From an optimization exercise on the open Yosys and OpenROAD flow, aimed at small area and a short achievable clock period; shortcuts taken in it are not production practice. The RTL was checked by simulation tests, not by an equivalence proof against the original design. No activity file was given, so power comes from the tool's default toggle rates.

## job 3332
## conv3x3_pe
module conv3x3_pe #(
    parameter int SHIFT = 4,
    parameter int ACC_W = 21
) (
    input  logic         clk,
    input  logic         rst,
    input  logic [7:0]   p00,
    input  logic [7:0]   p01,
    input  logic [7:0]   p02,
    input  logic [7:0]   p10,
    input  logic [7:0]   p11,
    input  logic [7:0]   p12,
    input  logic [7:0]   p20,
    input  logic [7:0]   p21,
    input  logic [7:0]   p22,
    input  logic         window_valid,
    input  logic         w_load,
    input  logic [3:0]   w_idx,
    input  logic [7:0]   w_data,
    output logic [7:0]   out_pixel,
    output logic         out_valid,
    output logic [15:0]  out_count
);
For scale: ~2100 cells after synthesis, roughly 110 I/O pins, ~23000 sq um of cells after synthesis.
export LEC_CHECK = 0
export ABC_CLOCK_PERIOD_IN_PS = 2000
export CAP_MARGIN = 20
export CORE_MARGIN = 2
export CORE_UTILIZATION = 40
export CTS_CLUSTER_DIAMETER = 120
export CTS_CLUSTER_SIZE = 20
export SETUP_SLACK_MARGIN = 2.0
export SLEW_MARGIN = 20
export SYNTH_HIERARCHICAL = 1
export SYNTH_MINIMUM_KEEP_SIZE = 0
create_clock -name core_clock -period 5.5 [get_ports {clk}]
standard.sh (not shown) runs the stock make flow with config.mk's settings and CLKGATE_MAP_FILE= SYNTH_SCRIPT=/design/flow/synth_recipe.tcl, a recipe that flattens the netlist after the stock synthesis.
==> flow/flow/run.sh <==
#!/bin/bash
# Own flow: the standard layout (standard.sh: the standard synthesis and
# ORFS steps, unchanged), except that the port buffers buffer_ports inserts
# during global placement are plain buf_1 cells instead of the default pick.
set -euo pipefail
export BUFFER_PORTS_ARGS="-buffer_cell sky130_fd_sc_hd__buf_1"
bash standard.sh > standard_flow.log 2>&1
Job 3332 | stages: all done | timing, DRC, antenna: all pass
Relative to job 3332, the following input files were edited for job 8948:
- a deleted CTS_CLUSTER_SIZE that had been 20
- a change of SETUP_SLACK_MARGIN from 2.0 to 2.4
- a deleted CTS_CLUSTER_DIAMETER that had been 120
Findings:
Relative to job 3332, clock-cell share of area increased by 2.3 points in job 8948. Wire length, job 3332 and job 8948: larger value in job 8948. Final clock skew for job 8948: 0.017 ns up relative to job 3332. From job 3332 to job 8948, mean post-synth cell area did not move at all. Job 3332 → job 8948: data required time at the worst endpoint now sits at about the same level; final critical-path share of the clock period now sits lower; combinational share of power now sits lower; wire length on met3 now sits higher; wire length per cell now sits higher. When job 8948 is set beside job 3332, its power turns out to be 23% larger.

conv3x3_pe again, from the RTL that the note above started with.
Design conv3x3_pe, start of the top module:
module conv3x3_pe #(
    parameter int SHIFT = 4,
    parameter int ACC_W = 21
) (
    input  logic         clk,
    input  logic         rst,
    input  logic [7:0]   p00,
    input  logic [7:0]   p01,
    input  logic [7:0]   p02,
    input  logic [7:0]   p10,
    input  logic [7:0]   p11,
    input  logic [7:0]   p12,
    input  logic [7:0]   p20,
    input  logic [7:0]   p21,
    input  logic [7:0]   p22,
    input  logic         window_valid,
    input  logic         w_load,
    input  logic [3:0]   w_idx,
    input  logic [7:0]   w_data,
    output logic [7:0]   out_pixel,
    output logic         out_valid,
    output logic [15:0]  out_count
);
export LEC_CHECK = 0
export ABC_CLOCK_PERIOD_IN_PS = 2000
export CAP_MARGIN = 20
export CORE_MARGIN = 2
export CORE_UTILIZATION = 40
export CTS_CLUSTER_DIAMETER = 150
export CTS_CLUSTER_SIZE = 30
export SETUP_SLACK_MARGIN = 1.8
export SLEW_MARGIN = 20
export SYNTH_HIERARCHICAL = 1
export SYNTH_MINIMUM_KEEP_SIZE = 0
create_clock -name core_clock -period 5.5 [get_ports {clk}]
Scripts as last shown in full above: flow/flow/run.sh
Change:
Settings changed: CTS_CLUSTER_DIAMETER 150 to unset, CTS_CLUSTER_SIZE 30 to unset.
Utilization goes up by 1.4 points.
Register-to-register slack gets worse by 30 ps.
Final area goes up by 3.4%.
Clock power goes up by 91%.
Change:
Settings changed: CTS_CLUSTER_DIAMETER set to 120, CTS_CLUSTER_SIZE set to 20.
The changed run finished clean; clock skew barely changes; routed wire length barely changes; hold slack is better by 6.2 ps; synthesized area does not change; register-to-register slack is better by 20 ps; cell area is lower by 2.7%.
Change:
Settings changed: CTS_CLUSTER_DIAMETER 120 to unset, CTS_CLUSTER_SIZE 20 to unset, SETUP_SLACK_MARGIN 1.8 to 2.1.
The new run produced a clean layout.
Critical path depth grows by 4.
First-iteration DRC count went down by 9.8%.
Maximum frequency rises by about 1%.
Area after synthesis does not change.
Non-clock buffer count went up by 2.
Total power came out higher by about 20%.
Worst setup slack gains 37 ps.
Change:
Settings changed: CTS_CLUSTER_DIAMETER set to 100, CTS_CLUSTER_SIZE set to 25, SETUP_SLACK_MARGIN 2.1 to 1.8.
Effect: Clock skew rose by 15 ps; fmax fell slightly; power fell by roughly a tenth; final cell count fell slightly; clock power fell by a quarter to a third.
Change:
Settings changed: CORE_UTILIZATION 40 to 55, CTS_CLUSTER_DIAMETER 100 to 130, CTS_CLUSTER_SIZE 25 to 24, PLACE_DENSITY set to 0.7, SETUP_SLACK_MARGIN 1.8 to 2.3.
Outcome: Final cell count fell by a few percent. Combinational power rose by a quarter to a third. Area after synthesis stays the same. Power fell by a few percent. Wire length fell slightly. Non-clock buffer count rose by 87. Design area rose by a few percent. Critical path depth is unchanged. First-iteration DRC count rose by about a fifth.

== run 1 ==
conv3x3_pe, a different RTL version from the one above (not shown whole).
For scale: roughly 270 flip-flops, roughly 22000 um2 of cells after synthesis.
==> flow/config.mk <==
export PLATFORM = sky130hd
export DESIGN_NAME = conv3x3_pe
export DESIGN_NICKNAME = conv3x3_pe
export VERILOG_FILES = /design/flow/design.v
export SDC_FILE = /design/flow/constraint.sdc
export NUM_CORES = 4
export LEC_CHECK = 0
export ABC_CLOCK_PERIOD_IN_PS = 2000
export CAP_MARGIN = 20
export CORE_MARGIN = 2
export CORE_UTILIZATION = 40
export SETUP_SLACK_MARGIN = 2.2
export SLEW_MARGIN = 20
export SYNTH_HIERARCHICAL = 1
export SYNTH_MINIMUM_KEEP_SIZE = 0
==> flow/constraint.sdc <==
create_clock -name core_clock -period 5.5 [get_ports {clk}]
set_input_delay 1.1000 -clock core_clock [delete_from_list [all_inputs] [get_ports {clk}]]
set_output_delay 1.1000 -clock core_clock [all_outputs]
set_load 0.01 [all_outputs]
Scripts as last shown in full above: flow/flow/run.sh
Run 1 went all the way through synthesis, placement and routing and the layout is clean on timing, DRC and antenna.
The following lists how run 2 was set up differently from run 1:
- CORE_UTILIZATION now 60, was 40
- PLACE_DENSITY now 0.75, previously not set
- SETUP_SLACK_MARGIN now 1.4, was 2.2
==> summary.txt <==
- Run 1 -> run 2: required time reported for the critical path endpoint flat
- Relative to run 1, logic depth of the worst path, buffers included has decreased by 4 in run 2.
- Against run 1, run 2 reports a core utilization that is higher.
Edits applied to the flow inputs when going from run 2 to run 3:
- a change of CORE_UTILIZATION from 60 to 40
- a deleted PLACE_DENSITY that had been 0.75
==> flow/run.sh (new file) <==
#!/bin/bash
# synth_recipe.tcl (not shown) runs the flow's synth.tcl, then flattens the netlist and writes it again
# the make line also repeats each setting of config.mk as NAME=value (left out here)
make -C /OpenROAD-flow-scripts/flow DESIGN_CONFIG=/design/flow/config.mk WORK_HOME=/design/flow/orfs CLKGATE_MAP_FILE= SYNTH_SCRIPT=/design/flow/synth_recipe.tcl finish
removed: flow/flow/run.sh
removed: flow/standard.sh
## What came out
- Run 2 finished every step from synthesis to the final layout, and the layout passed the timing, DRC and antenna checks.
- Run 3: full flow OK, the timing, DRC and antenna checks passed
- Run 3 reports a lower overall routing resource usage than run 2 does.
- The count of nets after finishing on run 3 is in line with that on run 2.
- Reported for run 2 and run 3, number of logic stages on the critical path including buffering turned out identical to the last digit.

==> static timing again, ports no longer ideal <==
In the flow no input, the clock included, has a driving cell. The finished layouts below were timed again as built, in two steps. Step 1 assumes that a clkbuf_16 drives the clock port and a buf_2 every other input. Step 2 times the ports against the registers' clock, not the clock port: input delays grow and output delays shrink by t, the midpoint of the rising clock arrivals with the driver on. Slacks: ideal / step 1 / step 2; pairs: ideal / step 1.
run	t (ns)	setup slack, ns	worst hold slack (ns)	worst register clock-pin slew, ns	pins driven straight from the clock port
job 3332	0.607	1.844 / 1.844 / 1.844	0.446 / 0.446 / 0.446	0.10 / 0.10	1
job 8948	0.624	1.855 / 1.855 / 1.855	0.437 / 0.437 / 0.437	0.07 / 0.07	1
the first run of note 2	0.591	1.843 / 1.843 / 1.843	0.445 / 0.445 / 0.445	0.12 / 0.12	1
the second run of note 2	0.617	1.811 / 1.811 / 1.811	0.436 / 0.436 / 0.436	0.07 / 0.07	1
the third run of note 2	0.604	1.834 / 1.834 / 1.834	0.442 / 0.442 / 0.442	0.11 / 0.11	1
the fourth run of note 2	0.612	1.871 / 1.871 / 1.871	0.435 / 0.435 / 0.435	0.07 / 0.07	1
the fifth run of note 2	0.615	1.799 / 1.799 / 1.799	0.443 / 0.443 / 0.443	0.10 / 0.10	1
the sixth run of note 2	0.585	1.891 / 1.891 / 1.891	0.444 / 0.444 / 0.444	0.11 / 0.11	1
run 1	0.611	1.728 / 1.728 / 1.728	0.455 / 0.455 / 0.455	0.07 / 0.07	1
run 2	0.639	1.415 / 1.415 / 1.415	0.445 / 0.445 / 0.445	0.07 / 0.07	1
run 3	0.631	1.479 / 1.479 / 1.479	0.436 / 0.436 / 0.436	0.07 / 0.07	1
After both steps setup and hold are still met in every run listed.
